Background: an optimization exercise with open tools, aiming at small area, a short achievable clock period and few clock cycles. Do not read the settings as production practice.
The RTL was checked by simulation tests, not by an equivalence proof against the original design.
Power and IR drop assume default switching activity.

[design/flow/config.mk]
export PLATFORM = sky130hd
export DESIGN_NAME = icache_nway
export DESIGN_NICKNAME = icache_nway
export VERILOG_FILES = /design/flow/design.v
export SDC_FILE = /design/flow/constraint.sdc
export NUM_CORES = 4
export LEC_CHECK = 0
export CAP_MARGIN = 20
export CORE_MARGIN = 2
export CORE_UTILIZATION = 60
export CTS_CLUSTER_DIAMETER = 80
export CTS_CLUSTER_SIZE = 30
export SETUP_SLACK_MARGIN = 3.5
export SLEW_MARGIN = 20
export SYNTH_HIERARCHICAL = 1
export SYNTH_MINIMUM_KEEP_SIZE = 0
[design/flow/constraint.sdc]
create_clock -name core_clock -period 8.5 [get_ports {clk}]
set_input_delay 1.7000 -clock core_clock [delete_from_list [all_inputs] [get_ports {clk}]]
set_output_delay 1.7000 -clock core_clock [all_outputs]
set_load 0.01 [all_outputs]
[design/flow/design.v]
module icache_nway #(
    parameter int WAYS = 2,
    parameter int SETS = 8
) (
    input  logic         clk,
    input  logic         rst,
    input  logic         mem_read,
    input  logic [15:0]  mem_address,
    output logic [15:0]  mem_rdata,
    output logic         mem_resp,
    output logic         l2_read,
    output logic [15:0]  l2_address,
    input  logic [127:0] l2_rdata,
    input  logic         l2_resp
    ,
    input  logic         flush
);
    localparam int IW   = $clog2(SETS);
    localparam int TW   = 12 - IW;
    logic [SETS-1:0] valid0, valid1;
    logic [SETS-1:0] lru;                  
    logic [TW-1:0]   tag0  [SETS];
    logic [TW-1:0]   tag1  [SETS];
    logic [127:0]    ring0 [SETS];
    logic [127:0]    ring1 [SETS];
    logic [IW-1:0]   rot;
    logic [127:0]    pend;
    logic            pend_way;
    logic [IW-1:0]   pend_set;
    logic            pend_valid;
    logic            victim_q;
    logic [IW-1:0] idx;
    logic [TW-1:0] tag;
    logic [2:0]    word;
    logic          unused_bit;
    assign tag        = mem_address[15:4+IW];
    assign idx        = mem_address[4+IW-1:4];
    assign word       = mem_address[3:1];
    assign unused_bit = mem_address[0];
    logic hit0, hit1, hit;
    assign hit0 = valid0[idx] && tag0[idx] == tag;
    assign hit1 = valid1[idx] && tag1[idx] == tag;
    assign hit  = hit0 || hit1;
    logic [7:0] wsel;                       
    always_comb begin
        for (int k = 0; k < 8; k++) wsel[k] = word == 3'(k);
    end
    logic [SETS-1:0] ssel;
    always_comb begin
        for (int p = 0; p < SETS; p++) ssel[p] = IW'(p) - rot == idx;
    end
    logic [15:0] slot0 [SETS];
    logic [15:0] slot1 [SETS];
    logic [15:0] word0, word1, wordp, wordl2;
    for (genvar b = 0; b < 16; b++) begin : g_bit
        for (genvar p = 0; p < SETS; p++) begin : g_slot
            icache_nway_ao8 u_w0 (
                .sel (wsel),
                .d   ({ring0[p][112+b], ring0[p][96+b], ring0[p][80+b], ring0[p][64+b],
                       ring0[p][48+b],  ring0[p][32+b], ring0[p][16+b], ring0[p][b]}),
                .y   (slot0[p][b])
            );
            icache_nway_ao8 u_w1 (
                .sel (wsel),
                .d   ({ring1[p][112+b], ring1[p][96+b], ring1[p][80+b], ring1[p][64+b],
                       ring1[p][48+b],  ring1[p][32+b], ring1[p][16+b], ring1[p][b]}),
                .y   (slot1[p][b])
            );
        end
        icache_nway_ao8 u_wp (
            .sel (wsel),
            .d   ({pend[112+b], pend[96+b], pend[80+b], pend[64+b],
                   pend[48+b],  pend[32+b], pend[16+b], pend[b]}),
            .y   (wordp[b])
        );
        icache_nway_ao8 u_wl (
            .sel (wsel),
            .d   ({l2_rdata[112+b], l2_rdata[96+b], l2_rdata[80+b], l2_rdata[64+b],
                   l2_rdata[48+b],  l2_rdata[32+b], l2_rdata[16+b], l2_rdata[b]}),
            .y   (wordl2[b])
        );
        icache_nway_ao8 u_s0 (
            .sel (ssel),
            .d   ({slot0[7][b], slot0[6][b], slot0[5][b], slot0[4][b],
                   slot0[3][b], slot0[2][b], slot0[1][b], slot0[0][b]}),
            .y   (word0[b])
        );
        icache_nway_ao8 u_s1 (
            .sel (ssel),
            .d   ({slot1[7][b], slot1[6][b], slot1[5][b], slot1[4][b],
                   slot1[3][b], slot1[2][b], slot1[1][b], slot1[0][b]}),
            .y   (word1[b])
        );
    end
    logic pend0, pend1;
    assign pend0 = pend_valid && !pend_way && pend_set == idx;
    assign pend1 = pend_valid &&  pend_way && pend_set == idx;
    logic s0, s1, sp;
    assign s0 = hit0 && !pend0;
    assign s1 = hit1 && !pend1;
    assign sp = (hit0 && pend0) || (hit1 && pend1);
    for (genvar b = 0; b < 16; b++) begin : g_out
        icache_nway_ao4 u_o (
            .sel ({l2_resp, sp, s1, s0}),
            .d   ({wordl2[b], wordp[b], word1[b], word0[b]}),
            .y   (mem_rdata[b])
        );
    end
    logic [IW-1:0] ins_set;
    logic          drain;
    assign ins_set = IW'(SETS - 1) - rot;
    assign drain   = pend_valid && pend_set == ins_set;
    logic block;
    assign block = pend_valid && !drain;
    assign mem_resp   = mem_read && (hit || l2_resp);
    assign l2_read    = mem_read && !hit && !block;
    assign l2_address = {mem_address[15:4], 4'b0000};
    logic victim;
    assign victim = valid0[idx] ? (valid1[idx] ? lru[idx] : 1'b1) : 1'b0;
    always_ff @(posedge clk) victim_q <= victim;
    logic fill;
    assign fill = mem_read && l2_resp;
    logic flush_now;
    assign flush_now = flush;
    always_ff @(posedge clk or posedge rst) begin
        if (rst) begin
            valid0 <= '0;
            valid1 <= '0;
            lru    <= '0;
        end else if (flush_now) begin
            valid0 <= '0;
            valid1 <= '0;
            lru    <= '0;
        end else begin
            if (fill) begin
                if (victim_q) valid1[idx] <= 1'b1;
                else          valid0[idx] <= 1'b1;
                lru[idx] <= !victim_q;
            end else if (mem_read && hit) begin
                lru[idx] <= !hit1;
            end
        end
    end
    always_ff @(posedge clk or posedge rst) begin
        if (rst) begin
            rot        <= '0;
            pend_valid <= 1'b0;
        end else begin
            rot <= rot + 1'b1;
            if (fill)       pend_valid <= 1'b1;
            else if (drain) pend_valid <= 1'b0;
        end
    end
    always_ff @(posedge clk) begin
        if (fill) begin
            if (victim_q) tag1[idx] <= tag;
            else          tag0[idx] <= tag;
            pend     <= l2_rdata;
            pend_way <= victim_q;
            pend_set <= idx;
        end
    end
    always_ff @(posedge clk) begin
        ring0[0] <= (drain && !pend_way) ? pend : ring0[SETS-1];
        ring1[0] <= (drain &&  pend_way) ? pend : ring1[SETS-1];
        for (int p = 1; p < SETS; p++) begin
            ring0[p] <= ring0[p-1];
            ring1[p] <= ring1[p-1];
        end
    end
endmodule
module icache_nway_ao8 (
    input  logic [7:0] sel,
    input  logic [7:0] d,
    output logic       y
);
    assign y = |(sel & d);
endmodule
module icache_nway_ao4 (
    input  logic [3:0] sel,
    input  logic [3:0] d,
    output logic       y
);
    assign y = |(sel & d);
endmodule
[design/flow/run.sh]
#!/bin/bash
# synth_recipe.tcl (not shown) runs the flow's synth.tcl, then flattens the netlist and writes it again
# the make line also repeats each setting of config.mk as NAME=value (left out here)
make -C /OpenROAD-flow-scripts/flow DESIGN_CONFIG=/design/flow/config.mk WORK_HOME=/design/flow/orfs CLKGATE_MAP_FILE= SYNTH_SCRIPT=/design/flow/synth_recipe.tcl finish
==> flow_summary.json, run 1 <==
{
  "outcome": "finished clean",
  "gr-total-overflow": 0,
  "standard_cell_rows": 123,
  "grt_pass1_vias": 41200,
  "placement.io_buffers": 177,
  "cts.reportedPaths.clkPinSlew_ns": 0.11,
  "dr.first_iter.drc_count": 3918,
  "wirelength_um": 168000,
  "register_area_um2": 50000,
  "post_synth.cell_area_avg_um2": 14.4,
  "combPwrFrac_pct": 5.6,
  "final_layout_size_suffix_gt1_share_pct": 12.6,
  "cp_data_arrival_time_ns": 4.63,
  "synth_async_sr_flop_share_pct": 1.19,
  "dpl.cell_count": 6424,
  "die_width_um": 340,
  "critical_path_required_ns": 6.80,
  "synth_cell_types": 60,
  "synth-warning-count": 13,
  "max-clock-path-buffers": 3,
  "worst_slew_margin_relative_to_its_limit_pct": 27.5,
  "cpLargestDelayFamily": "simple AND/OR/NAND/NOR gates",
  "fin_cells": 6603,
  "die-area_um2": 116000,
  "cap_viol_max_count": 0,
  "worst_skew_pair.late_latency_ns": 0.71,
  "cts.sinks": 2353,
  "critical-path-top-cell-by-count": "sky130_fd_sc_hd__buf_12",
  "gp_congestion": 0.810,
  "tritoncts": "yes",
  "fp.dieH_um": 340,
  "initial_antenna_violation_count": 0,
  "syn_to_final_growth_pct": 11.9,
  "vias": 41500,
  "drc": 0,
  "mostFrequentLayoutCell": "sky130_fd_sc_hd__dfxtp_1",
  "timing_worst_slew_pin_value_ns": 1.09,
  "p_per_area_nw_per_um2": 252,
  "setup-violations-final": 0,
  "floorplan.io_pins": 183,
  "crit_path_end_kind": "output port",
  "irDropWorstVdd_uv": 251,
  "drt-vias-per-instance": 6.29,
  "yosys_most_used_dff": "sky130_fd_sc_hd__dfxtp_1",
  "route.antenna.remaining_nets": 0,
  "timing.hold.ws_ns": 0.342,
  "clock-skew-final_ns": 0.0206,
  "net_count_of_the_finished_layout": 5216,
  "number_of_max_slew_violations_in_the_final_report": 0,
  "synth-seq-cells": 2353,
  "num_antenna_cells": 0,
  "dp.final_hpwl_um": 106000,
  "core_region_area_um2": 112000,
  "cts.htree.levels": 3,
  "maxClockFrequency_mhz": 158,
  "p_seq_share_pct": 67.2,
  "critPathBufInv": 6,
  "critical-path-max-stage-delay_ns": 0.35,
  "post-route-min-period_ns": 6.33,
  "layout.cells.most_common_list": "2,049 x sky130_fd_sc_hd__dfxtp_1, 1,307 x sky130_fd_sc_hd__a22oi_1, 323 x sky130_fd_sc_hd__nand4_1",
  "multi_input_comb_area_um2": 17800,
  "final_worst_path_period_share_pct": 74.5,
  "grt_setup_unrepaired": "yes",
  "power.share.switching_pct": 22.8,
  "crit_path_max_fanout": 6,
  "cts_hold_repair.buffers": 0,
  "grt_start_max_net_pins": 122,
  "cts_buffers": 88,
  "synth.cell_area_um2": 67800,
  "clock-root-buffer": "sky130_fd_sc_hd__clkbuf_16",
  "path_class": "input pin to output port",
  "hold_viol_final": 0,
  "power.leakage_uw": 0.0277,
  "synth-edff-count": 276,
  "num-fill-cells": 8252,
  "timing.critical_path.slowest_stage_cell": "sky130_fd_sc_hd__or3_4",
  "routed_wire_length_per_instance_um": 25.4,
  "critical_path.cell_chain": "buf_16 > buf_12 > buf_12 > mux2_4 > a22oi_2 > nand2_1 > or3_4 > a211oi_4 > nand4_4 > or2_4 > a21oi_4 > buf_6 > buf_12 > a22oi_2 > nand2_1 > buf_2",
  "first_pass_grt_wire_length_um": 252000,
  "power.clock.fraction_pct": 27.3,
  "setup-tns-final_ns": 0,
  "groute.usage.overall_pct": 28.3,
  "worst_hold_path_type": "flop to flop",
  "floorplan.initialDensity_pct": 60.4,
  "internal_power_uw": 14800,
  "netlist_instances": 4697,
  "ys_seq_area_share_pct": 73.7,
  "timing.critical_path.from_type": "input pin",
  "switchingPower_uw": 4360,
  "firstDrtPassIters": 7
}
worst paths after layout:
path	slack, ns	to	start	depth (start not counted)
setup reg to reg	5.37	ring0[0][12]	rot[0]	7
min in group asynchronous	1.44	valid1[1]	rst	2
hold / removal	0.34	ring0[4][12]	ring0[3][12]	0
setup / recovery	2.17	mem_rdata[9]	mem_address[4]	16
hold reg to reg	0.34	ring0[4][12]	ring0[3][12]	0
max in group asynchronous	6.65	lru[6]	rst	2
per-module statistics from Yosys (local to each module, per instance):
module,flip-flops and latches,copies in the design
icache_nway,2353,1
icache_nway_ao8,0,320
icache_nway_ao4,0,16
what timing repair did:
| item | in CTS | in global routing |
|---|---|---|
| buffers inserted | 30 | 10 |
| gates cloned | 6 | 1 |
| resized for setup | 136 | 28 |
| setup endpoints to repair | 21 | 19 |
| pin swaps | 26 | 24 |
cells in the mapped netlist (all sizes together), types with 5 or more instances:
cell type	instances	area [µm²]
dfxtp	2049	41000
inv	12	45.0
nor3	13	65.1
nor2	46	173
clkbuf	39	146
edfxtp	276	8290
and2	6	37.5
nand4	324	2030
xnor2	19	166
nor2b	7	43.8
a21oi	39	195
dfrtp	28	701
nand2b	11	68.8
ha	5	62.6
nand2	58	218
mux2	272	3080
nand3	10	50.1
and3	6	37.5
o21ai	5	25.0
buf	37	262
a22oi	1320	9910
mux4	13	293
mux2i	26	260
xor2	12	105
a221oi	14	141
o22ai	7	43.8
layer usage:
metal	vias up	global-route usage (%)	routed length, µm
met5	-	0	0
met4	0	7.42	4770
met3	245	3.80	9530
met2	1328	45.9	78700
met1	20900	40.2	74900
li1	19100	-	-
worst register-to-register path, cell delays in order, from the launching register on:
cell and delay (ns):
sky130_fd_sc_hd__dfrtp_1 0.46, sky130_fd_sc_hd__xnor2_1 0.15, sky130_fd_sc_hd__nor3_1 0.45, sky130_fd_sc_hd__nand2_1 0.17, sky130_fd_sc_hd__nor2_4 0.12, sky130_fd_sc_hd__buf_4 0.62
sky130_fd_sc_hd__buf_4 0.57, sky130_fd_sc_hd__mux2_2 0.46
registers in the layout, summed over array words and instances, names as in the netlist:
name	count
lru	8
pend	128
pend_set	3
pend_valid	1
pend_way	1
ring0	1024
ring1	1024
rot	3
tag0	72
tag1	72
valid0	8
valid1	8
victim_q	1
layout make-up:
cell class	instances	share of cell area (%)
Clock inverter	4	0.0561
Clock buffer	127	3.22
Multi-Input combinational cell	2262	23.4
Sequential cell	2353	65.9
Timing Repair Buffer	345	4.88
Tap cell	1500	2.47
Inverter	12	0.0643
per-stage QoR:
step	area, µm²	util [%]	setup WS (ns)	total power, µW
finish	75900	67.6	2.17	19200
global placement	72600	64.6	0.798	14100
CTS	75700	67.4	2.21	19200
global route	75900	67.6	2.09	19800
floorplan	67900	-	-1.31	13500
detailed placement	72600	64.6	0.815	14100
power groups by stage:
stage	clock, µW	sequential [µW]	combinational [µW]
floorplan	0	12900	623
global placement	0	13100	1010
detailed placement	0	13100	1020
CTS	5310	12900	1050
global route	5700	13000	1140
finish	5220	12900	1060
logic make-up (layout without fill, tap and decap cells):
kind of cell    Yosys count  in the layout  share of synthesized area (%)
flops                  2353           2353                           73.7
compound gates         1411           1411                           15.5
simple gates            497            500                           4.20
mux                     311            311                           5.35
buf+inv                  88            488                          0.668
xor+xnor                 31             31                          0.400
fa+ha+maj                 5              5                         0.0922
other cells               1              4                        0.00553
Testbench counts, summed over its fixed seeds: cycles 28,626.
==> run 2, diff against run 1 <==
--- a/design/flow/design.v
+++ b/design/flow/design.v
@@ -39,6 +39,2 @@
     assign unused_bit = mem_address[0];
-    logic hit0, hit1, hit;
-    assign hit0 = valid0[idx] && tag0[idx] == tag;
-    assign hit1 = valid1[idx] && tag1[idx] == tag;
-    assign hit  = hit0 || hit1;
     logic [7:0] wsel;                       
@@ -94,9 +90,23 @@
     end
-    logic pend0, pend1;
-    assign pend0 = pend_valid && !pend_way && pend_set == idx;
-    assign pend1 = pend_valid &&  pend_way && pend_set == idx;
-    logic s0, s1, sp;
-    assign s0 = hit0 && !pend0;
-    assign s1 = hit1 && !pend1;
-    assign sp = (hit0 && pend0) || (hit1 && pend1);
+    logic [SETS-1:0] iset, e0, e1, pm0, pm1, r0, r1, rp;
+    always_comb begin
+        for (int s = 0; s < SETS; s++) begin
+            iset[s] = idx == IW'(s);
+            pm0[s]  = pend_valid && !pend_way && pend_set == IW'(s);
+            pm1[s]  = pend_valid &&  pend_way && pend_set == IW'(s);
+        end
+    end
+    for (genvar s = 0; s < SETS; s++) begin : g_tag
+        icache_nway_eq u_e0 (.a(tag0[s]), .b(tag), .en(valid0[s]), .y(e0[s]));
+        icache_nway_eq u_e1 (.a(tag1[s]), .b(tag), .en(valid1[s]), .y(e1[s]));
+    end
+    assign r0 = e0 & ~pm0;
+    assign r1 = e1 & ~pm1;
+    assign rp = (e0 & pm0) | (e1 & pm1);
+    logic s0, s1, sp, hit1, hit;
+    icache_nway_ao8 u_s0 (.sel(iset), .d(r0), .y(s0));
+    icache_nway_ao8 u_s1 (.sel(iset), .d(r1), .y(s1));
+    icache_nway_ao8 u_sp (.sel(iset), .d(rp), .y(sp));
+    assign hit  = s0 || s1 || sp;
+    assign hit1 = |(iset & e1);
     for (genvar b = 0; b < 16; b++) begin : g_out
@@ -118,3 +128,3 @@
     logic victim;
-    assign victim = valid0[idx] ? (valid1[idx] ? lru[idx] : 1'b1) : 1'b0;
+    assign victim = |(iset & valid0) ? (|(iset & valid1) ? |(iset & lru) : 1'b1) : 1'b0;
     always_ff @(posedge clk) victim_q <= victim;
@@ -178,2 +188,12 @@
 endmodule
+module icache_nway_eq #(
+    parameter int W = 9
+) (
+    input  logic [W-1:0] a,
+    input  logic [W-1:0] b,
+    input  logic         en,
+    output logic         y
+);
+    assign y = en && a == b;
+endmodule
 module icache_nway_ao4 (
==> run 2 against run 1 <==
  * Still clean on timing, DRC and antenna
  * Sequential cell count unchanged
  * Sequential share of layout area decreased by 3.4 points
  * Final area grew 5.5%
  * Clock skew increased by 0.0014 ns
  * Register-to-register slack got worse by 0.31 ns
  * Worst hold slack got worse by 0.0014 ns
  * Total power up 1.9%
  * Final cell count increased by 2.9%
  * Fmax is 12% higher
  * Utilization rose by 2.6 points
  * Combinational power rose by 18%
  * Critical path type unchanged
  * Largest cell class unchanged
  * Largest power group unchanged
==> flow_summary.json, run 2 <==
{
  "yosysMostFrequentCell": "sky130_fd_sc_hd__dfxtp_1",
  "internal_power_uw": 15000,
  "gp_congestion": 0.859,
  "hold_viol_final": 0,
  "timing.critical_path.slowest_stage_cell": "sky130_fd_sc_hd__bufbuf_16",
  "irDropWorstVdd_uv": 189,
  "whs_path_depth": 0,
  "drc": 0,
  "synth-seq-cells": 2353,
  "cpLargestDelayFamily": "buffers and inverters",
  "met3_wirelength_um": 14400,
  "groute.usage.overall_pct": 30.8,
  "yosys_most_used_dff": "sky130_fd_sc_hd__dfxtp_1",
  "placement.io_buffers": 177,
  "worst_r2r_path_depth": 11,
  "worst_skew_pair.late_latency_ns": 0.72,
  "final_worst_path_period_share_pct": 66.6,
  "mostFrequentLayoutCell": "sky130_fd_sc_hd__dfxtp_1",
  "net_count_of_the_finished_layout": 5402,
  "path_class": "input pin to output port",
  "r2r_start": "pend_way",
  "number_of_max_slew_violations_in_the_final_report": 0,
  "cts_buffers": 90,
  "synth_async_sr_flop_share_pct": 1.19,
  "layout.cells.most_common_list": "2,049 x sky130_fd_sc_hd__dfxtp_1, 1,251 x sky130_fd_sc_hd__a22oi_1, 357 x sky130_fd_sc_hd__nand4_1",
  "synth.top_cells.by_count": "2,049 x sky130_fd_sc_hd__dfxtp_1, 1,326 x sky130_fd_sc_hd__a22oi_1, 357 x sky130_fd_sc_hd__nand4_1",
  "power.leakage_uw": 0.0292,
  "synth.top_cell.area_share_pct": 59.4,
  "reg_top3": "ring0: 1024 flops, ring1: 1024 flops, pend: 128 flops",
  "route.antenna.remaining_nets": 0,
  "synth.cell_area_um2": 69100,
  "synth-warning-count": 13,
  "crit_path_max_fanout": 33,
  "timing.critical_path.from_type": "input pin",
  "floorplan.io_pins": 183,
  "min_from": "ring0[4][47]",
  "firstDrtPassIters": 10,
  "synth_cell_types": 49,
  "dp.final_hpwl_um": 102000,
  "highest-signal-layer": "met5",
  "routed_wire_length_per_instance_um": 27.5,
  "p_seq_share_pct": 66.0,
  "first_pass_grt_wire_length_um": 272000,
  "tritoncts": "yes",
  "critical-path-max-stage-delay_ns": 0.31,
  "initial_antenna_violation_count": 2,
  "cp_data_arrival_time_ns": 3.96,
  "cts.reportedPaths.clkPinSlew_ns": 0.11,
  "crit_path_end_kind": "output port",
  "netlist_instances": 4785,
  "worst_slew_margin_relative_to_its_limit_pct": 18.5,
  "drt-vias-per-instance": 6.41,
  "worst_slack_ns": 2.84,
  "vias": 43600,
  "critical_path_required_ns": 6.80,
  "cts.sinks": 2353,
  "gr-total-overflow": 0,
  "cp.depth": 11,
  "p_per_area_nw_per_um2": 244,
  "m1WireLength_um": 82800,
  "maxClockFrequency_mhz": 177,
  "synth-edff-count": 276,
  "standard_cell_rows": 124,
  "timing.hold.worst_endpoint": "ring0[5][47]",
  "grt_pass1_vias": 42700,
  "num_antenna_cells": 0,
  "ys_seq_area_share_pct": 72.4,
  "worst_hold_path_type": "flop to flop",
  "post_synth.cell_area_avg_um2": 14.4,
  "setup-violations-final": 0,
  "syn_to_final_growth_pct": 15.9,
  "r2r-end": "lru[1]",
  "switchingPower_uw": 4500,
  "combPwrFrac_pct": 6.4,
  "cap_viol_max_count": 0,
  "clock-skew-final_ns": 0.0221,
  "max-clock-path-buffers": 3,
  "die-area_um2": 118000,
  "reg2reg_setup_slack_ns": 5.06,
  "core_region_area_um2": 114000,
  "dp_slack_ns": 1.38,
  "floorplan.initialDensity_pct": 60.5,
  "power.clock.fraction_pct": 27.6,
  "synth_top_cells_by_area": "sky130_fd_sc_hd__dfxtp_1 59%, sky130_fd_sc_hd__a22oi_1 14%, sky130_fd_sc_hd__edfxtp_1 12%",
  "power.share.switching_pct": 23.1,
  "timing_worst_slew_pin_value_ns": 1.22,
  "fp.dieH_um": 343,
  "cts.htree.levels": 3,
  "outcome": "finished clean",
  "wl_met2_um": 83600,
  "final_layout_size_suffix_gt1_share_pct": 15.0,
  "critical_path.cell_chain": "buf_16 > and3_4 > buf_12 > bufbuf_16 > a22oi_1 > nand4_1 > a22oi_1 > nand4_1 > a22oi_2 > nand2_1 > buf_2",
  "dr.first_iter.drc_count": 4744,
  "cts_hold_repair.buffers": 0,
  "critPathBufInv": 4,
  "wirelength_um": 187000,
  "grt_setup_unrepaired": "yes",
  "synth_largest_area_cell": "sky130_fd_sc_hd__dfxtp_1",
  "die_width_um": 343,
  "grt_start_max_net_pins": 129,
  "timing.hold.ws_ns": 0.341,
  "clock-root-buffer": "sky130_fd_sc_hd__clkbuf_16",
  "post-route-min-period_ns": 5.66
}
[run 2: changes by cell type after synthesis, sizes merged, moves of 13 or more]
cell,change
xnor2,+130
nand4,+33
clkbuf,-29
a21oi,-24
mux2i,-18
buf,+16
a221oi,-14
mux2,-14
nor3,+14
mux4,-13
[run 2: area by class of cell]
class,instances,area (µm²)
clock inverters,9,110
inverters,7,43.8
clock buffers,124,2540
fillers,7927,34100
flip-flops and latches,2353,50000
well taps,1512,1890
multi-input cells,2371,19500
repair buffers,421,6010
[run 2: worst max path at each step]
stage / startpoint / end / slack, ns
after global routing: mem_address[13] / mem_rdata[9] / 2.79
final: mem_address[3] / mem_rdata[10] / 2.84
after global placement: mem_address[4] / mem_rdata[14] / 1.42
after floorplan: mem_address[2] / mem_rdata[0] / -1.28
after detailed placement: mem_address[4] / mem_rdata[1] / 1.38
after CTS: mem_address[13] / mem_rdata[9] / 2.94
[run 2: logic make-up after synthesis]
family	count (synthesis)	share of synthesized area (%)
buf+inv	70	0.908
other cells	1	0.00543
xor+xnor	156	1.99
mux	266	4.87
simple gates	545	4.66
flops	2353	72.4
fa+ha+maj	9	0.163
compound gates	1385	15.0
[run 2: power groups by stage]
stage	clock (µW)	combinational (µW)	sequential (µW)
2_1_floorplan	0	643	12900
3_3_place_gp	0	1010	13100
3_5_place_dp	0	1020	13100
4_1_cts	5450	1210	12800
5_1_grt	5830	1320	13000
6_report	5390	1250	12900
[run 2: Yosys stat by module, one instance, submodules excluded]
module | times used | cells
icache_nway_ao8 | 323 | 5
icache_nway_ao4 | 16 | 3
icache_nway_eq | 16 | 13
icache_nway | 1 | 2914
[run 2: repair_timing]
| action | in CTS | in global routing |
|---|---|---|
| pin swaps | 118 | 38 |
| setup buffers | 92 | 17 |
| gates resized for setup | 385 | 42 |
| endpoints found under the setup margin | 18 | 18 |
| cloned | 47 | 7 |
[run 2: per-stage QoR]
stage / utilization (%) / std cells / total power, µW / area (µm²) / setup TNS [ns]
2_1_floorplan: - / 4788 / 13500 / 69200 / -20.48
5_1_grt: 70.1 / 6797 / 20100 / 80100 / 0
6_report: 70.1 / 6797 / 19500 / 80100 / 0
3_5_place_dp: 64.3 / 6501 / 14100 / 73400 / 0
3_3_place_gp: 64.2 / 6500 / 14100 / 73400 / 0
4_1_cts: 69.7 / 6773 / 19500 / 79500 / 0
[run 2: metal layers]
metal | track usage, % | vias up
met1 | 44.4 | 21900
li1 | - | 19500
met3 | 5.08 | 357
met2 | 47.6 | 1750
met4 | 9.88 | 2
met5 | 0 | -
Testbench counts of run 2, summed over its fixed seeds: cycles 28,626.
==> run 3, diff against run 2 <==
--- a/design/flow/config.mk
+++ b/design/flow/config.mk
@@ -12,3 +12,3 @@
 export CTS_CLUSTER_SIZE = 30
-export SETUP_SLACK_MARGIN = 3.5
+export SETUP_SLACK_MARGIN = 2.9
 export SLEW_MARGIN = 20
==> run 3 against run 2 <==
  * Area after synthesis is the same
  * Critical endpoint is now mem_rdata[6]
  * Die area is the same
  * Sequential power is essentially flat
  * Final cell count shrank 1.1%
  * Sequential cell count is the same
  * Largest cell class unchanged
  * Global-route usage shrank 1.9 points
  * Via count shrank 2.9%
  * Still clean
  * Clock power shrank 0.7%
==> flow_summary.json, run 3 <==
{
  "max-clock-path-buffers": 3,
  "cts_hold_repair.buffers": 0,
  "cts.htree.levels": 3,
  "outcome": "finished clean",
  "gp_congestion": 0.869,
  "worst_hold_path_type": "flop to flop",
  "cts.sinks": 2353,
  "initial_antenna_violation_count": 3,
  "dp.final_hpwl_um": 101000,
  "first_pass_grt_wire_length_um": 256000,
  "setup-violations-final": 0,
  "ys_seq_area_share_pct": 72.4,
  "grt_setup_unrepaired": "yes",
  "synth.top_cells.by_count": "2,049 x sky130_fd_sc_hd__dfxtp_1, 1,326 x sky130_fd_sc_hd__a22oi_1, 357 x sky130_fd_sc_hd__nand4_1",
  "netlist_instances": 4785,
  "worst_setup_path_endpoint": "mem_rdata[6]",
  "hold_viol_final": 0,
  "gr-total-overflow": 0,
  "dr.first_iter.drc_count": 3945,
  "irDropWorstVdd_uv": 167,
  "crit_path_end_kind": "output port",
  "grt_pass1_vias": 41000,
  "syn_to_final_growth_pct": 13.3,
  "timing_worst_slew_pin_value_ns": 0.993,
  "fin_total_pwr_uw": 19300,
  "synth.top_cell.area_share_pct": 59.4,
  "drt-vias-per-instance": 6.30,
  "grt_start_max_net_pins": 85,
  "tritoncts": "yes",
  "synth_async_sr_flop_share_pct": 1.19,
  "synth-seq-cells": 2353,
  "groute.usage.overall_pct": 28.9,
  "placement.io_buffers": 177,
  "final_worst_path_period_share_pct": 66.3,
  "route.antenna.remaining_nets": 0,
  "mostFrequentLayoutCell": "sky130_fd_sc_hd__dfxtp_1",
  "synth_cell_types": 49,
  "critical_path_required_ns": 6.80,
  "cap_viol_max_count": 0,
  "worst_slew_margin_relative_to_its_limit_pct": 33.8,
  "cts.reportedPaths.clkPinSlew_ns": 0.11,
  "floorplan.io_pins": 183,
  "reg_top3": "ring0: 1024 flops, ring1: 1024 flops, pend: 128 flops",
  "power.leakage_uw": 0.0284,
  "core_region_area_um2": 114000,
  "crit_path_max_fanout": 55,
  "num-fill-cells": 8194,
  "cp_data_arrival_time_ns": 3.93,
  "die_width_um": 343,
  "synth-warning-count": 13,
  "cts_buffers": 90,
  "vias": 42300,
  "worst_skew_pair.late_latency_ns": 0.72,
  "yosys_most_used_dff": "sky130_fd_sc_hd__dfxtp_1",
  "final_layout_size_suffix_gt1_share_pct": 13.0,
  "firstDrtPassIters": 7,
  "synth.cell_area_um2": 69100,
  "setup-tns-final_ns": 0,
  "maxClockFrequency_mhz": 178,
  "fp.dieH_um": 343,
  "die-area_um2": 118000,
  "standard_cell_rows": 124,
  "finalCoreUtilization_pct": 68.5,
  "synth_largest_area_cell": "sky130_fd_sc_hd__dfxtp_1",
  "whs_path_depth": 0,
  "p_per_area_nw_per_um2": 247,
  "worst_r2r_path_depth": 5,
  "wirelength_um": 176000,
  "crit_path_start": "mem_address[2]",
  "timing.critical_path.slowest_stage_cell": "sky130_fd_sc_hd__buf_16",
  "clock-skew-final_ns": 0.0332,
  "path_class": "input pin to output port",
  "timing.critical_path.from_type": "input pin",
  "floorplan.initialDensity_pct": 60.5,
  "drc": 0,
  "post-route-min-period_ns": 5.63,
  "r2r-end": "ring0[0][20]",
  "post_synth.cell_area_avg_um2": 14.4,
  "r2r_start": "pend_way",
  "net_count_of_the_finished_layout": 5324,
  "critical_path.cell_chain": "buf_6 > nor3_4 > buf_12 > buf_16 > a22oi_1 > nand4_1 > a22oi_1 > nand4_1 > a22oi_2 > nand2_2 > buf_2",
  "yosysMostFrequentCell": "sky130_fd_sc_hd__dfxtp_1",
  "reg2reg_setup_slack_ns": 5.01,
  "synth-edff-count": 276,
  "critical-path-max-stage-delay_ns": 0.29,
  "routed_wire_length_per_instance_um": 26.2,
  "number_of_max_slew_violations_in_the_final_report": 0,
  "layout.cells.most_common_list": "2,049 x sky130_fd_sc_hd__dfxtp_1, 1,283 x sky130_fd_sc_hd__a22oi_1, 357 x sky130_fd_sc_hd__nand4_1",
  "clock-root-buffer": "sky130_fd_sc_hd__clkbuf_16",
  "synth_top_cells_by_area": "sky130_fd_sc_hd__dfxtp_1 59%, sky130_fd_sc_hd__a22oi_1 14%, sky130_fd_sc_hd__edfxtp_1 12%"
}
==> run 3: cell counts after synthesis <==
Identical to the previous run, type by type.
==> run 3: kinds of logic after synthesis <==
kind of cell               share of synthesized area, %
AOI/OAI and AO/OA                                  15.0
DFF                                                72.4
and+or+nand+nor                                    4.66
xor gates and xnor gates                           1.99
muxes                                              4.87
buffers and inverters                             0.908
adders and majority gates                         0.163
other                                           0.00543
==> run 3: timing repair <==
item,CTS,global route
cloned,21,7
endpoints found under the setup margin,18,18
setup buffers,50,10
pin swaps,44,46
resized for setup,245,100
==> run 3: worst min path at each step <==
stage | startpoint | to | slack [ns]
after floorplan | ring0[0][0] | ring0[1][0] | 0.33
after global placement | ring1[5][80] | ring1[6][80] | 0.33
after detailed placement | ring0[6][60] | ring0[7][60] | 0.34
after CTS | ring0[5][16] | ring0[6][16] | 0.33
after global routing | ring1[2][20] | ring1[3][20] | 0.34
final | ring0[5][16] | ring0[6][16] | 0.33
==> run 3: report_power, final <==
part           internal (µW)  switching [µW]  total (µW)
sequential             12300             568       12800
clock                   2120            3230        5350
combinational            519             625        1140
total                  14900            4430       19300
==> run 3: layer usage <==
| metal | share of wire (%) | wire, µm | vias up | global-route usage [%] |
|---|---|---|---|---|
| met2 | 46 | 81400 | 1325 | 46.0 |
| met1 | 45 | 79500 | 21300 | 40.9 |
| li1 | - | - | 19400 | - |
| met5 | 0.015 | 27 | - | 0 |
| met3 | 6.0 | 10500 | 271 | 4.98 |
| met4 | 2.8 | 4970 | 4 | 7.96 |
==> run 3: cell type report <==
cell class / instances / area, µm² / area share (%)
antenna: 2 / 5.00 / 0.00640
clock buffer: 129 / 2520 / 3.23
clock inverter: 8 / 105 / 0.134
inverter: 7 / 35.0 / 0.0448
multi-input combinational: 2372 / 19300 / 24.7
sequential: 2353 / 50000 / 63.9
tap: 1512 / 1890 / 2.42
timing repair buffer: 342 / 4380 / 5.60
==> run 3: through the flow <==
step	std cells	cell area, µm²	setup slack (ns)	hold WS, ns
CTS	6706	77600	2.85	0.328
finish	6725	78200	2.87	0.329
floorplan	4788	69100	-1.28	0.331
global placement	6498	73200	1.33	0.331
detailed placement	6498	73200	1.31	0.336
global route	6723	78200	2.81	0.340
==> run 3: critical path: cells and delay by family <==
family / cells / cell delay, ns
AOI/OAI and AO/OA: 3 / 0.69
and+or+nand+nor: 4 / 0.54
buffers and inverters: 4 / 0.86
==> run 3: per-module statistics from Yosys, one instance, submodules excluded <==
module           cells  copies in the design  area (µm²)
icache_nway_eq      13                    16         105
icache_nway       2914                     1       55400
icache_nway_ao8      5                   323        36.3
icache_nway_ao4      3                    16        18.8
==> run 4, diff against run 3 <==
--- a/design/flow/config.mk
+++ b/design/flow/config.mk
@@ -12,3 +12,3 @@
 export CTS_CLUSTER_SIZE = 30
-export SETUP_SLACK_MARGIN = 2.9
+export SETUP_SLACK_MARGIN = 2.5
 export SLEW_MARGIN = 20
==> run 4 against run 3 <==
  * Die area stayed put
  * Worst setup slack worse by 0.34 ns
  * Register-to-register slack better by 0.09 ns
  * Critical path type unchanged
  * Critical path depth is 3 higher
  * Sequential share of layout area is 0.85 points higher
  * Global-route usage is 0.63 points lower
==> flow_summary.json, run 4 <==
{
  "worst_slew_margin_relative_to_its_limit_pct": 34.3,
  "netlist_instances": 4785,
  "cts.htree.levels": 3,
  "critical_path_required_ns": 6.80,
  "number_of_max_slew_violations_in_the_final_report": 0,
  "fin_total_pwr_uw": 19300,
  "r2r_start": "pend_way",
  "irDropWorstVdd_uv": 194,
  "floorplan.io_pins": 183,
  "path_class": "input pin to output port",
  "max-clock-path-buffers": 3,
  "clock-skew-final_ns": 0.0305,
  "cts.sinks": 2353,
  "grt_start_max_net_pins": 133,
  "switchingPower_uw": 4430,
  "post-route-min-period_ns": 5.97,
  "drc": 0,
  "maxClockFrequency_mhz": 168,
  "internal_power_uw": 14900,
  "cts_buffers": 90,
  "standard_cell_rows": 124,
  "groute.usage.overall_pct": 28.2,
  "power.leakage_uw": 0.0280,
  "clock-root-buffer": "sky130_fd_sc_hd__clkbuf_16",
  "p_seq_share_pct": 66.5,
  "syn_to_final_growth_pct": 11.8,
  "post_synth.cell_area_avg_um2": 14.4,
  "core_region_area_um2": 114000,
  "grt_setup_unrepaired": "yes",
  "synth_async_sr_flop_share_pct": 1.19,
  "timing.hold.ws_ns": 0.331,
  "r2r-end": "lru[3]",
  "dr.first_iter.drc_count": 3876,
  "num-fill-cells": 8324,
  "cap_viol_max_count": 0,
  "timing.critical_path.from_type": "input pin",
  "first_pass_grt_wire_length_um": 254000,
  "synth-warning-count": 13,
  "yosys_most_used_dff": "sky130_fd_sc_hd__dfxtp_1",
  "reg_top3": "ring0: 1024 flops, ring1: 1024 flops, pend: 128 flops",
  "power.share.switching_pct": 23.0,
  "initial_antenna_violation_count": 5,
  "worst_skew_pair.late_latency_ns": 0.73,
  "power.clock.fraction_pct": 27.8,
  "timing.hold.worst_endpoint": "ring1[2][71]",
  "synth-edff-count": 276,
  "die_width_um": 343,
  "net_count_of_the_finished_layout": 5300,
  "crit_path_end_kind": "output port",
  "route.antenna.remaining_nets": 0,
  "cts.reportedPaths.clkPinSlew_ns": 0.11,
  "gp_congestion": 0.849,
  "cp_data_arrival_time_ns": 4.27,
  "p_per_area_nw_per_um2": 250,
  "mostFrequentLayoutCell": "sky130_fd_sc_hd__dfxtp_1",
  "worst_hold_path_type": "flop to flop",
  "wirelength_um": 170000,
  "layout.cells.most_common_list": "2,049 x sky130_fd_sc_hd__dfxtp_1, 1,321 x sky130_fd_sc_hd__a22oi_1, 357 x sky130_fd_sc_hd__nand4_1",
  "worst_r2r_path_depth": 11,
  "synth.top_cells.by_count": "2,049 x sky130_fd_sc_hd__dfxtp_1, 1,326 x sky130_fd_sc_hd__a22oi_1, 357 x sky130_fd_sc_hd__nand4_1",
  "grt_pass1_vias": 41100,
  "synth_top_cells_by_area": "sky130_fd_sc_hd__dfxtp_1 59%, sky130_fd_sc_hd__a22oi_1 14%, sky130_fd_sc_hd__edfxtp_1 12%",
  "crit_path_max_fanout": 7,
  "dp.final_hpwl_um": 103000,
  "synth.cell_area_um2": 69100,
  "reg2reg_setup_slack_ns": 5.10,
  "combPwrFrac_pct": 5.6,
  "synth_largest_area_cell": "sky130_fd_sc_hd__dfxtp_1",
  "setup-violations-final": 0,
  "vias": 42000,
  "yosysMostFrequentCell": "sky130_fd_sc_hd__dfxtp_1",
  "timing_worst_slew_pin_value_ns": 0.985,
  "tritoncts": "yes",
  "firstDrtPassIters": 8,
  "floorplan.initialDensity_pct": 60.5,
  "routed_wire_length_per_instance_um": 25.4,
  "ys_seq_area_share_pct": 72.4,
  "outcome": "finished clean",
  "whs_path_depth": 0,
  "die-area_um2": 118000,
  "synth_cell_types": 49,
  "final_layout_size_suffix_gt1_share_pct": 11.1,
  "gr-total-overflow": 0,
  "fp.dieH_um": 343,
  "synth.top_cell.area_share_pct": 59.4,
  "placement.io_buffers": 177,
  "final_worst_path_period_share_pct": 70.2,
  "min_from": "ring1[1][71]",
  "synth-seq-cells": 2353,
  "drt-vias-per-instance": 6.27,
  "hold_viol_final": 0
}
-- run 4: cell count changes in the layout (fill, tap and decap cells not counted), sizes merged, moves of 3 or more --
cell	change
buf	-28
clkbuf	-14
dlygate4sd2	+12
inv	+5
clkdlybuf4s15	+4
and3b	-3
-- run 4: final cells by class --
class | count | area (µm²) | area share [%]
antenna | 2 | 5.00 | 0.00648
clock buffer | 126 | 2480 | 3.21
clock inverter | 15 | 166 | 0.216
inverter | 7 | 31.3 | 0.0405
multi-input combinational | 2369 | 18800 | 24.4
sequential | 2353 | 50000 | 64.8
tap | 1512 | 1890 | 2.45
timing repair buffer | 321 | 3820 | 4.94
-- run 4: through the flow --
stage	cell area, µm²	util [%]	instances	TNS, ns	worst slack (ns)
finish	77200	67.6	6705	0	2.53
floorplan	69100	-	4788	-20.48	-1.28
detailed placement	73300	64.2	6498	0	1.43
CTS	77000	67.4	6691	0	2.34
global route	77200	67.6	6705	0	2.42
global placement	73200	64.1	6498	0	1.47
-- run 4: critical path, stage by stage --
cell	delay (ns)
sky130_fd_sc_hd__buf_2	0.18
sky130_fd_sc_hd__bufbuf_16	0.32
sky130_fd_sc_hd__xnor2_1	0.12
sky130_fd_sc_hd__nand2_1	0.10
sky130_fd_sc_hd__nor3_4	0.25
sky130_fd_sc_hd__a21boi_0	0.29
sky130_fd_sc_hd__a22oi_2	0.12
sky130_fd_sc_hd__nand4_1	0.16
sky130_fd_sc_hd__buf_4	0.14
sky130_fd_sc_hd__buf_6	0.12
sky130_fd_sc_hd__bufbuf_16	0.30
sky130_fd_sc_hd__a22oi_1	0.08
sky130_fd_sc_hd__nand2_1	0.11
sky130_fd_sc_hd__dlygate4sd2_1	0.28
-- run 4: modules after synthesis (local to each module, per instance) --
module	cell area (µm²)	cells	flops+latches	copies in the design
icache_nway	55400	2914	2353	1
icache_nway_eq	105	13	0	16
icache_nway_ao8	36.3	5	0	323
icache_nway_ao4	18.8	3	0	16
-- run 4: logic make-up after synthesis --
group / after synthesis / synth area share, %
mux: 266 / 4.87
flops: 2353 / 72.4
simple gates: 545 / 4.66
compound gates: 1385 / 15.0
other cells: 1 / 0.00543
buf+inv: 70 / 0.908
fa+ha+maj: 9 / 0.163
xor+xnor: 156 / 1.99
-- run 4: worst max-delay path by stage --
stage | start | endpoint | slack, ns | depth (start not counted)
global placement | mem_address[6] | mem_rdata[13] | 1.47 | 10
CTS | mem_address[10] | mem_rdata[13] | 2.34 | 15
floorplan | mem_address[2] | mem_rdata[0] | -1.28 | 7
global route | mem_address[10] | mem_rdata[10] | 2.42 | 14
detailed placement | mem_address[6] | mem_rdata[13] | 1.43 | 10
finish | mem_address[10] | mem_rdata[14] | 2.53 | 14
-- run 4: metal layers --
layer  track usage [%]  up-vias  part of all wire [%]
met4              8.05        0                   2.7
met1              40.9    21200                    46
met3              3.80      230                   5.5
met5                 0        -                     0
li1                  -    19300                     -
met2              44.7     1304                    46
-- run 4: repair_timing --
| item | CTS | global route |
|---|---|---|
| setup endpoints to repair | 18 | 17 |
| hold endpoints to repair | 0 | 0 |
| buffers inserted | 43 | 12 |
| gates resized for setup | 145 | 36 |
| hold buffers | 0 | 0 |
| gates cloned | 9 | 0 |
| pin swaps | 24 | 20 |
-- run 4: power groups by stage --
stage / Clock (µW) / Sequential [µW] / Combinational, µW
floorplan: 0 / 12900 / 640
detailed placement: 0 / 13100 / 1020
CTS: 5470 / 12800 / 1070
global placement: 0 / 13000 / 1020
finish: 5380 / 12900 / 1080
global route: 5840 / 13000 / 1150
==> run 5, diff against run 4 <==
--- a/design/flow/config.mk
+++ b/design/flow/config.mk
@@ -9,6 +9,6 @@
 export CORE_MARGIN = 2
-export CORE_UTILIZATION = 60
+export CORE_UTILIZATION = 55
 export CTS_CLUSTER_DIAMETER = 80
 export CTS_CLUSTER_SIZE = 30
-export SETUP_SLACK_MARGIN = 2.5
+export SETUP_SLACK_MARGIN = 3.2
 export SLEW_MARGIN = 20
==> run 5 against run 4 <==
  * Via count increased by 1.9%
  * Critical path type unchanged
  * Utilization fell by 3.8 points
  * Sequential cell count stayed put
==> flow_summary.json, run 5 <==
{
  "cts.sinks": 2353,
  "critPathBufInv": 7,
  "gr-total-overflow": 0,
  "cp_data_arrival_time_ns": 3.99,
  "design_area_um2": 79800,
  "dpl.cell_count": 6659,
  "cts.htree.levels": 3,
  "initial_antenna_violation_count": 14,
  "cts.reportedPaths.clkPinSlew_ns": 0.10,
  "route.antenna.remaining_nets": 0,
  "synth_largest_area_cell": "sky130_fd_sc_hd__dfxtp_1",
  "dp.final_hpwl_um": 107000,
  "synth_async_sr_flop_share_pct": 1.19,
  "worst_hold_path_type": "flop to flop",
  "grt_pass1_vias": 41400,
  "critical-path-top-cell-by-count": "sky130_fd_sc_hd__buf_12",
  "max-clock-path-buffers": 3,
  "post_synth.cell_area_avg_um2": 14.4,
  "die-area_um2": 128000,
  "synth_adder_area_share_pct": 0.163,
  "firstDrtPassIters": 6,
  "synth-seq-cells": 2353,
  "final_layout_size_suffix_gt1_share_pct": 14.8,
  "synth_top_cells_by_area": "sky130_fd_sc_hd__dfxtp_1 59%, sky130_fd_sc_hd__a22oi_1 14%, sky130_fd_sc_hd__edfxtp_1 12%",
  "grt_setup_unrepaired": "yes",
  "clock-skew-final_ns": 0.0266,
  "cts_buffers": 96,
  "synthXorXnorAreaFrac_pct": 1.99,
  "mostFrequentLayoutCell": "sky130_fd_sc_hd__dfxtp_1",
  "synth.top_cells.by_count": "2,049 x sky130_fd_sc_hd__dfxtp_1, 1,326 x sky130_fd_sc_hd__a22oi_1, 357 x sky130_fd_sc_hd__nand4_1",
  "reg_top3": "ring0: 1024 flops, ring1: 1024 flops, pend: 128 flops",
  "floorplan.io_pins": 183,
  "reg2reg_setup_slack_ns": 4.78,
  "worst_skew_pair.late_latency_ns": 0.72,
  "irDropWorstVdd_uv": 170,
  "timing.hold.worst_endpoint": "ring0[5][111]",
  "first_pass_grt_wire_length_um": 265000,
  "net_count_of_the_finished_layout": 5402,
  "groute.usage.overall_pct": 27.6,
  "crit_path_max_fanout": 5,
  "critical_path.cell_chain": "buf_16 > buf_6 > xnor2_2 > nand4_1 > nor3_4 > buf_4 > a21boi_1 > a22oi_1 > nand4_1 > buf_12 > buf_12 > buf_12 > a22oi_1 > nand2_1 > buf_2",
  "path_class": "input pin to output port",
  "yosysMostFrequentCell": "sky130_fd_sc_hd__dfxtp_1",
  "netlist_instances": 4785,
  "core_region_area_um2": 125000,
  "synth.mux.area_fraction_pct": 4.87,
  "tritoncts": "yes",
  "synth-edff-count": 276,
  "cap_viol_max_count": 0,
  "min_from": "ring0[4][111]",
  "die_width_um": 358,
  "drc": 0,
  "critical-path-max-stage-delay_ns": 0.27,
  "vias": 42800,
  "gp_congestion": 0.843,
  "dr.first_iter.drc_count": 4627,
  "r2r_start": "pend_way",
  "layout.cells.most_common_list": "2,049 x sky130_fd_sc_hd__dfxtp_1, 1,286 x sky130_fd_sc_hd__a22oi_1, 357 x sky130_fd_sc_hd__nand4_1",
  "grt_start_max_net_pins": 88,
  "placement.io_buffers": 177,
  "detailed_place.area_um2": 73600,
  "synth_top_family_by_area": "compound AO/OA/AOI/OAI gates",
  "fp.dieH_um": 358,
  "synth-warning-count": 13,
  "synth.top_cell.area_share_pct": 59.4,
  "outcome": "finished clean",
  "routed_wire_length_per_instance_um": 26.1,
  "synth_cell_types": 49,
  "final_worst_path_period_share_pct": 67.0,
  "worst_slew_margin_relative_to_its_limit_pct": 24.6,
  "worst_r2r_path_depth": 12,
  "crit_path_end_kind": "output port",
  "timing.critical_path.slowest_stage_cell": "sky130_fd_sc_hd__a22oi_1",
  "cpLargestDelayFamily": "buffers and inverters",
  "wirelength_um": 181000,
  "maxClockFrequency_mhz": 176,
  "standard_cell_rows": 130,
  "setup-tns-final_ns": 0,
  "number_of_max_slew_violations_in_the_final_report": 0,
  "synthSimpleGateAreaFrac_pct": 4.66,
  "synth-compound-area-share_pct": 15.0,
  "timing.critical_path.from_type": "input pin",
  "cts_hold_repair.buffers": 0,
  "setup-violations-final": 0,
  "post-route-min-period_ns": 5.69,
  "ys_seq_area_share_pct": 72.4,
  "fin_cells": 6957,
  "critical_path_required_ns": 6.80,
  "yosys_most_used_dff": "sky130_fd_sc_hd__dfxtp_1",
  "synth.cell_area_um2": 69100,
  "power.leakage_uw": 0.0292,
  "clock-root-buffer": "sky130_fd_sc_hd__clkbuf_16",
  "drt-vias-per-instance": 6.16,
  "r2r-end": "lru[7]",
  "floorplan.initialDensity_pct": 55.2,
  "syn_to_final_growth_pct": 15.6,
  "hold_viol_final": 0,
  "p_per_area_nw_per_um2": 247,
  "whs_path_depth": 0,
  "timing_worst_slew_pin_value_ns": 1.12
}
run 5: power breakdown:
part           switching, µW  internal [µW]  total, µW
Combinational            628            574       1200
Sequential               570          12300      12800
Clock                   3410           2230       5640
run 5: cell type report:
class                   instances  area (µm²)
inverters                       7        40.0
flip-flops and latches       2353       50000
well taps                    1650        2060
multi-input cells            2369       19300
clock inverters                34         360
clock buffers                 126        2570
fillers                      9476       45300
repair buffers                417        5480
diodes                          1        2.50
run 5: cells by family (layout without fill, tap and decap cells):
kind of cell,count (synthesis),count (layout)
adder cells (fa/ha/maj),9,9
other,1,5
multiplexers,266,266
XOR/XNOR,156,156
AO/OA/AOI/OAI,1385,1385
flip-flops,2353,2353
AND/OR/NAND/NOR,545,549
buffers and inverters,70,584
run 5: per-module statistics from Yosys, one instance, submodules excluded:
module | times used | flip-flops and latches | cell area (µm²) | cells
icache_nway | 1 | 2353 | 55400 | 2914
icache_nway_eq | 16 | 0 | 105 | 13
icache_nway_ao8 | 323 | 0 | 36.3 | 5
icache_nway_ao4 | 16 | 0 | 18.8 | 3
run 5: routing by layer:
| layer | wire (µm) | share of wire [%] | track usage (%) | vias up |
|---|---|---|---|---|
| met2 | 82500 | 46 | 43.1 | 1400 |
| met3 | 11000 | 6.1 | 3.96 | 272 |
| met5 | 85 | 0.047 | 0 | - |
| li1 | - | - | - | 19600 |
| met1 | 82700 | 46 | 40.5 | 21600 |
| met4 | 4910 | 2.7 | 6.85 | 14 |
run 5: stage by stage:
step / power [µW] / util, % / setup slack, ns / hold WS (ns)
detailed placement: 14100 / 58.8 / 1.11 / 0.336
floorplan: 13500 / - / -1.28 / 0.331
CTS: 19800 / 63.5 / 2.90 / 0.339
global placement: 14100 / 58.8 / 1.14 / 0.332
global route: 20400 / 63.8 / 2.71 / 0.335
finish: 19700 / 63.8 / 2.81 / 0.339
run 5: how the worst max path moves through the flow:
stage	from	end	cells after the start
finish	mem_address[13]	mem_rdata[12]	15
global route	mem_address[8]	mem_rdata[10]	16
CTS	mem_address[11]	mem_rdata[9]	16
detailed placement	mem_address[4]	mem_resp	8
global placement	mem_address[4]	mem_resp	8
floorplan	mem_address[2]	mem_rdata[0]	7
run 5: worst reg2reg max path: cells and delay by family, from the launching register on:
family / cells / cell delay, ns
AOI/OAI and AO/OA: 4 / 0.94
buffers and inverters: 4 / 0.67
DFF: 1 / 0.67
and+or+nand+nor: 4 / 1.28
run 5: repair_timing:
action / 4_1_cts / 5_1_grt
resized for setup: 336 / 39
setup endpoints to repair: 18 / 18
buffers inserted: 91 / 5
endpoints found under the hold margin: 0 / 0
pin swaps: 81 / 40
gates cloned: 38 / 3
==> run 6, diff against run 5 <==
--- a/design/flow/config.mk
+++ b/design/flow/config.mk
@@ -7,9 +7,9 @@
 export LEC_CHECK = 0
-export CAP_MARGIN = 20
+export CAP_MARGIN = 10
 export CORE_MARGIN = 2
-export CORE_UTILIZATION = 55
+export CORE_UTILIZATION = 60
 export CTS_CLUSTER_DIAMETER = 80
 export CTS_CLUSTER_SIZE = 30
-export SETUP_SLACK_MARGIN = 3.2
-export SLEW_MARGIN = 20
+export SETUP_SLACK_MARGIN = 2.9
+export SLEW_MARGIN = 10
 export SYNTH_HIERARCHICAL = 1
==> run 6 against run 5 <==
  * Utilization rose by 4.6 points
  * Wire length fell by 2.8%
  * Global-route usage is 1.4 points higher
  * Die area down 8.2%
  * Clock-buffer cell count fell by 1
  * Largest cell class unchanged
  * Largest power group unchanged
==> flow_summary.json, run 6 <==
{
  "wirelength_um": 176000,
  "post-route-min-period_ns": 5.66,
  "clock-root-buffer": "sky130_fd_sc_hd__clkbuf_16",
  "power.clock.fraction_pct": 27.9,
  "post_synth.cell_area_avg_um2": 14.4,
  "maxClockFrequency_mhz": 177,
  "synth_cell_types": 49,
  "clock-skew-final_ns": 0.0306,
  "worst_hold_path_type": "flop to flop",
  "synthXorXnorAreaFrac_pct": 1.99,
  "die-area_um2": 118000,
  "p_per_area_nw_per_um2": 248,
  "worst_slew_margin_relative_to_its_limit_pct": 25.2,
  "groute.usage.overall_pct": 29.0,
  "cap_viol_max_count": 0,
  "ys_seq_area_share_pct": 72.4,
  "cp_data_arrival_time_ns": 3.96,
  "synth_top_cells_by_area": "sky130_fd_sc_hd__dfxtp_1 59%, sky130_fd_sc_hd__a22oi_1 14%, sky130_fd_sc_hd__edfxtp_1 12%",
  "standard_cell_rows": 124,
  "hold_viol_final": 0,
  "dp_slack_ns": 1.30,
  "power.leakage_uw": 0.0283,
  "irDropWorstVdd_uv": 271,
  "route.antenna.remaining_nets": 0,
  "grt_setup_unrepaired": "yes",
  "synth_async_sr_flop_share_pct": 1.19,
  "floorplan.initialDensity_pct": 60.5,
  "dpl.cell_count": 6498,
  "core_region_area_um2": 114000,
  "synth.top_cell.area_share_pct": 59.4,
  "num-fill-cells": 8248,
  "netlist_instances": 4785,
  "number_of_max_slew_violations_in_the_final_report": 0,
  "yosysMostFrequentCell": "sky130_fd_sc_hd__dfxtp_1",
  "path_class": "input pin to output port",
  "initial_antenna_violation_count": 1,
  "switchingPower_uw": 4450,
  "synth-seq-cells": 2353,
  "cts.sinks": 2353,
  "gr-total-overflow": 0,
  "timing_worst_slew_pin_value_ns": 1.11,
  "max-clock-path-buffers": 3,
  "drt-vias-per-instance": 6.29,
  "cts_hold_repair.buffers": 0,
  "final_layout_size_suffix_gt1_share_pct": 12.8,
  "synth-warning-count": 13,
  "combPwrFrac_pct": 5.9,
  "synth.cell_area_um2": 69100,
  "timing.hold.ws_ns": 0.333,
  "setup-tns-final_ns": 0,
  "reg_top3": "ring0: 1024 flops, ring1: 1024 flops, pend: 128 flops",
  "syn_to_final_growth_pct": 13.0,
  "p_seq_share_pct": 66.2,
  "layout.cells.most_common_list": "2,049 x sky130_fd_sc_hd__dfxtp_1, 1,278 x sky130_fd_sc_hd__a22oi_1, 357 x sky130_fd_sc_hd__nand4_1",
  "timing.critical_path.from_type": "input pin",
  "synth.top_cells.by_count": "2,049 x sky130_fd_sc_hd__dfxtp_1, 1,326 x sky130_fd_sc_hd__a22oi_1, 357 x sky130_fd_sc_hd__nand4_1",
  "final_worst_path_period_share_pct": 66.5,
  "synth_largest_area_cell": "sky130_fd_sc_hd__dfxtp_1",
  "internal_power_uw": 14900,
  "grt_start_max_net_pins": 85,
  "synth.mux.area_fraction_pct": 4.87,
  "synth_top_family_by_area": "compound AO/OA/AOI/OAI gates",
  "gp_congestion": 0.869,
  "first_pass_grt_wire_length_um": 257000,
  "firstDrtPassIters": 7,
  "crit_path_max_fanout": 13,
  "synthSimpleGateAreaFrac_pct": 4.66,
  "tritoncts": "yes",
  "net_count_of_the_finished_layout": 5327,
  "routed_wire_length_per_instance_um": 26.2,
  "yosys_most_used_dff": "sky130_fd_sc_hd__dfxtp_1",
  "synth_adder_area_share_pct": 0.163,
  "power.share.switching_pct": 23.0,
  "mostFrequentLayoutCell": "sky130_fd_sc_hd__dfxtp_1",
  "worst_skew_pair.late_latency_ns": 0.71,
  "outcome": "finished clean",
  "fin_cells": 6728,
  "vias": 42300,
  "cts_buffers": 91,
  "cts.reportedPaths.clkPinSlew_ns": 0.11,
  "crit_path_end_kind": "output port",
  "placement.io_buffers": 177,
  "grt_pass1_vias": 41400,
  "synth-compound-area-share_pct": 15.0,
  "critical_path_required_ns": 6.80,
  "synth-edff-count": 276,
  "die_width_um": 343,
  "dr.first_iter.drc_count": 4074,
  "dp.final_hpwl_um": 101000,
  "setup-violations-final": 0,
  "cts.htree.levels": 3,
  "worst_slack_ns": 2.84,
  "floorplan.io_pins": 183,
  "drc": 0,
  "fp.dieH_um": 343
}
[run 6: changes by cell type in the layout (fill, tap and decap cells not counted), moves of 4 or more]
cell	change
sky130_fd_sc_hd__a21boi_2	-4
sky130_fd_sc_hd__xnor2_1	+27
sky130_fd_sc_hd__inv_6	-11
sky130_fd_sc_hd__buf_6	-25
sky130_fd_sc_hd__xnor2_2	-25
sky130_fd_sc_hd__clkinv_8	-4
sky130_fd_sc_hd__clkinv_2	-4
sky130_fd_sc_hd__a22oi_2	+8
sky130_fd_sc_hd__buf_4	-27
sky130_fd_sc_hd__bufbuf_16	-21
sky130_fd_sc_hd__a22oi_1	-8
[run 6: critical path: stages]
cell and delay (ns):
sky130_fd_sc_hd__buf_4 0.16, sky130_fd_sc_hd__buf_12 0.14, sky130_fd_sc_hd__buf_12 0.12, sky130_fd_sc_hd__ha_4 0.20, sky130_fd_sc_hd__and2_1 0.23, sky130_fd_sc_hd__a22oi_1 0.22, sky130_fd_sc_hd__nand4_1 0.14, sky130_fd_sc_hd__buf_6 0.18
sky130_fd_sc_hd__buf_16 0.18, sky130_fd_sc_hd__buf_4 0.17, sky130_fd_sc_hd__a22oi_1 0.26, sky130_fd_sc_hd__nand2_1 0.08, sky130_fd_sc_hd__buf_2 0.15
[run 6: Yosys stat by module (local to each module, per instance)]
module / copies in the design / flops+latches / area [µm²] / cells
icache_nway_ao4: 16 / 0 / 18.8 / 3
icache_nway: 1 / 2353 / 55400 / 2914
icache_nway_ao8: 323 / 0 / 36.3 / 5
icache_nway_eq: 16 / 0 / 105 / 13
[run 6: metrics by stage]
| step | area, µm² | power [µW] | util, % |
|---|---|---|---|
| final | 78100 | 19400 | 68.4 |
| after global routing | 78100 | 20000 | 68.4 |
| after CTS | 77700 | 19400 | 68.0 |
| after detailed placement | 73200 | 14100 | 64.1 |
| after global placement | 73200 | 14000 | 64.1 |
| after floorplan | 69100 | 13500 | - |
[run 6: final timing paths]
kind,from,cells after the start,endpoint,slack (ns)
min,ring0[0][31],0,ring0[1][31],0.33
max reg2reg,pend_way,5,ring0[0][68],5.13
min in group asynchronous,rst,3,lru[6],1.38
max,mem_address[4],13,mem_rdata[14],2.84
min reg2reg,ring0[0][31],0,ring0[1][31],0.33
max in group asynchronous,rst,3,valid1[0],6.82
[run 6: kinds of logic after synthesis]
group / after synthesis
simple gates: 545
compound gates: 1385
buf+inv: 70
fa+ha+maj: 9
mux: 266
other cells: 1
xor+xnor: 156
flops: 2353
[run 6: area by class of cell]
cell class | instances | area [µm²] | share of cell area, %
flip-flops and latches | 2353 | 50000 | 64.1
multi-input cells | 2372 | 19100 | 24.5
repair buffers | 344 | 4310 | 5.53
clock buffers | 125 | 2500 | 3.20
well taps | 1512 | 1890 | 2.42
clock inverters | 13 | 175 | 0.224
inverters | 7 | 35.0 | 0.0449
diodes | 2 | 5.00 | 0.00641
[run 6: timing repair]
action,CTS,global route
cloned,23,6
setup buffers,59,2
gates resized for setup,275,49
endpoints found under the setup margin,18,18
pin swaps,56,24
[run 6: power groups by stage]
stage / sequential, µW / clock [µW] / combinational, µW
2_1_floorplan: 12900 / 0 / 640
3_3_place_gp: 13000 / 0 / 1010
3_5_place_dp: 13100 / 0 / 1020
4_1_cts: 12800 / 5500 / 1110
5_1_grt: 12900 / 5860 / 1210
6_report: 12800 / 5420 / 1140
[run 6: metal layers]
metal  up-vias  track usage [%]  wire length [µm]
li1      19400                -                 -
met1     21200             41.8             79600
met2      1409             45.8             80600
met3       267             4.31             10900
met4         0             8.42              5190
met5         -                0                 0
==> run 7, diff against run 6 <==
--- a/design/flow/design.v
+++ b/design/flow/design.v
@@ -39,5 +39,5 @@
     assign unused_bit = mem_address[0];
-    logic [7:0] wsel;                       
-    always_comb begin
-        for (int k = 0; k < 8; k++) wsel[k] = word == 3'(k);
+    logic [7:0] wsel [4];                   
+    for (genvar g = 0; g < 4; g++) begin : g_wdec
+        icache_nway_dec3 u_dec (.a(word), .y(wsel[g]));
     end
@@ -53,3 +53,3 @@
             icache_nway_ao8 u_w0 (
-                .sel (wsel),
+                .sel (wsel[b/4]),
                 .d   ({ring0[p][112+b], ring0[p][96+b], ring0[p][80+b], ring0[p][64+b],
@@ -59,3 +59,3 @@
             icache_nway_ao8 u_w1 (
-                .sel (wsel),
+                .sel (wsel[b/4]),
                 .d   ({ring1[p][112+b], ring1[p][96+b], ring1[p][80+b], ring1[p][64+b],
@@ -66,3 +66,3 @@
         icache_nway_ao8 u_wp (
-            .sel (wsel),
+            .sel (wsel[b/4]),
             .d   ({pend[112+b], pend[96+b], pend[80+b], pend[64+b],
@@ -72,3 +72,3 @@
         icache_nway_ao8 u_wl (
-            .sel (wsel),
+            .sel (wsel[b/4]),
             .d   ({l2_rdata[112+b], l2_rdata[96+b], l2_rdata[80+b], l2_rdata[64+b],
@@ -188,2 +188,10 @@
 endmodule
+module icache_nway_dec3 (
+    input  logic [2:0] a,
+    output logic [7:0] y
+);
+    always_comb begin
+        for (int k = 0; k < 8; k++) y[k] = a == 3'(k);
+    end
+endmodule
 module icache_nway_eq #(
--- a/design/flow/config.mk
+++ b/design/flow/config.mk
@@ -7,3 +7,3 @@
 export LEC_CHECK = 0
-export CAP_MARGIN = 10
+export CAP_MARGIN = 20
 export CORE_MARGIN = 2
@@ -13,3 +13,3 @@
 export SETUP_SLACK_MARGIN = 2.9
-export SLEW_MARGIN = 10
+export SLEW_MARGIN = 20
 export SYNTH_HIERARCHICAL = 1
==> run 7 against run 6 <==
  * Still clean on timing, DRC and antenna
  * Synthesized cell count grew 0.42%
  * Clock power is essentially flat
  * Die area grew 0.28%
  * Sequential power is essentially flat
  * Combinational power is essentially flat
  * First-iteration DRC count grew 6.0%
  * Clock skew shrank 0.0075 ns
  * Critical path depth grew 2
  * Sequential cell count is the same
  * Critical endpoint is now mem_rdata[1]
  * Highest routed layer is now met5
==> flow_summary.json, run 7 <==
{
  "outcome": "finished clean",
  "combPwrFrac_pct": 6.0,
  "route.antenna.remaining_nets": 0,
  "power.share.switching_pct": 23.0,
  "reg2reg_setup_slack_ns": 4.88,
  "cts.htree.levels": 3,
  "number_of_max_slew_violations_in_the_final_report": 0,
  "netlist_instances": 4805,
  "mostFrequentLayoutCell": "sky130_fd_sc_hd__dfxtp_1",
  "clock-skew-final_ns": 0.0231,
  "maxClockFrequency_mhz": 174,
  "first_pass_grt_wire_length_um": 256000,
  "grt_pass1_vias": 41800,
  "gp_congestion": 0.846,
  "layout.cells.most_common_list": "2,049 x sky130_fd_sc_hd__dfxtp_1, 1,306 x sky130_fd_sc_hd__a22oi_1, 357 x sky130_fd_sc_hd__nand4_1",
  "worst_r2r_path_depth": 5,
  "timing_worst_slew_pin_value_ns": 1.09,
  "floorplan.initialDensity_pct": 60.6,
  "yosysMostFrequentCell": "sky130_fd_sc_hd__dfxtp_1",
  "grt_setup_unrepaired": "yes",
  "initial_antenna_violation_count": 7,
  "power.leakage_uw": 0.0287,
  "fin_cells": 6766,
  "core_region_area_um2": 114000,
  "floorplan.io_pins": 183,
  "standard_cell_rows": 124,
  "fp.dieH_um": 344,
  "p_seq_share_pct": 66.2,
  "gr-total-overflow": 0,
  "final_layout_size_suffix_gt1_share_pct": 13.6,
  "net_count_of_the_finished_layout": 5364,
  "drc": 0,
  "vias": 42500,
  "path_class": "input pin to output port"
}
## run 7: cell count changes after synthesis, sizes merged, moves of 2 or more
cell,previous run,this run
and3b,2,12
nor3b,11,18
nor3,27,32
nand2,68,64
and3,4,7
a221oi,0,2
a22oi,1326,1324
nand4b,0,2
nor2,41,39
## run 7: cells by family after synthesis
family	after synthesis	share of synthesized area, %
flops	2353	72.2
xor+xnor	156	1.98
other cells	1	0.00541
buf+inv	70	0.907
compound gates	1386	15.0
simple gates	565	4.93
mux	265	4.84
fa+ha+maj	9	0.163
## run 7: what timing repair did
item	CTS	global route
hold buffers	0	0
resized for setup	281	72
pin swaps	60	43
setup buffers	53	19
endpoints found under the setup margin	18	18
gates cloned	19	15
## run 7: worst min-delay path by stage
stage                  startpoint             to  slack, ns  cells past startpoint
floorplan             ring0[0][0]    ring0[1][0]       0.33                      0
global placement     ring1[4][22]   ring1[5][22]       0.33                      0
detailed placement    ring0[3][7]    ring0[4][7]       0.34                      0
CTS                 ring0[2][103]  ring0[3][103]       0.34                      0
global route         ring1[1][77]   ring1[2][77]       0.34                      0
finish               ring1[1][77]   ring1[2][77]       0.33                      0
## run 7: power by group through the flow
stage / Clock, µW / Combinational [µW] / Sequential, µW
after floorplan: 0 / 637 / 12900
after global placement: 0 / 1010 / 13000
after detailed placement: 0 / 1020 / 13100
after CTS: 5500 / 1110 / 12800
after global routing: 5880 / 1230 / 13000
final: 5420 / 1160 / 12900
## run 7: layer usage
layer  part of all wire [%]  up-vias
li1                       -    19500
met5                  0.037        -
met1                     44    21300
met4                    3.0       10
met2                     46     1404
met3                    6.4      300
## run 7: critical path: stages
cell,delay (ns)
sky130_fd_sc_hd__buf_16,0.16
sky130_fd_sc_hd__xnor2_2,0.17
sky130_fd_sc_hd__nand4_1,0.17
sky130_fd_sc_hd__nor3_4,0.29
sky130_fd_sc_hd__mux2i_1,0.12
sky130_fd_sc_hd__nor3b_1,0.24
sky130_fd_sc_hd__a22oi_1,0.14
sky130_fd_sc_hd__nand4_1,0.13
sky130_fd_sc_hd__buf_6,0.18
sky130_fd_sc_hd__buf_6,0.12
sky130_fd_sc_hd__buf_12,0.10
sky130_fd_sc_hd__buf_16,0.15
sky130_fd_sc_hd__a22oi_2,0.08
sky130_fd_sc_hd__nand2_1,0.14
sky130_fd_sc_hd__buf_2,0.14
## run 7: final cells by class
cell class	instances	share of cell area [%]
flip-flops and latches	2353	63.6
multi-input cells	2394	25.0
repair buffers	359	5.55
clock buffers	129	3.25
well taps	1512	2.41
clock inverters	11	0.169
inverters	7	0.0589
diodes	1	0.00318
## run 7: Yosys stat by module, one instance, submodules excluded
| module | times used | cell area [µm²] |
|---|---|---|
| icache_nway_ao4 | 16 | 18.8 |
| icache_nway_eq | 16 | 105 |
| icache_nway_ao8 | 323 | 36.3 |
| icache_nway_dec3 | 4 | 65.1 |
| icache_nway | 1 | 55300 |
## run 7: per-stage QoR
stage	setup slack, ns	util (%)	total power [µW]	hold WS [ns]	cell area (µm²)
2_1_floorplan	2.89	-	13500	0.331	69500
3_3_place_gp	1.11	64.1	14100	0.332	73300
3_5_place_dp	1.04	64.1	14100	0.336	73300
4_1_cts	2.86	68.1	19400	0.339	77800
5_1_grt	2.71	68.8	20100	0.341	78700
6_report	2.76	68.8	19400	0.334	78700
Testbench counts of run 7, summed over its fixed seeds: cycles 28,626.

Re-timed with assumed drivers on the ports (clkbuf_16 on the clock, buf_2 on other inputs), run 7 has 2.606 ns of setup slack against 2.760 ns with ideal ports, and 2.606 ns once port delays also move by the mid clock arrival of 0.786 ns.
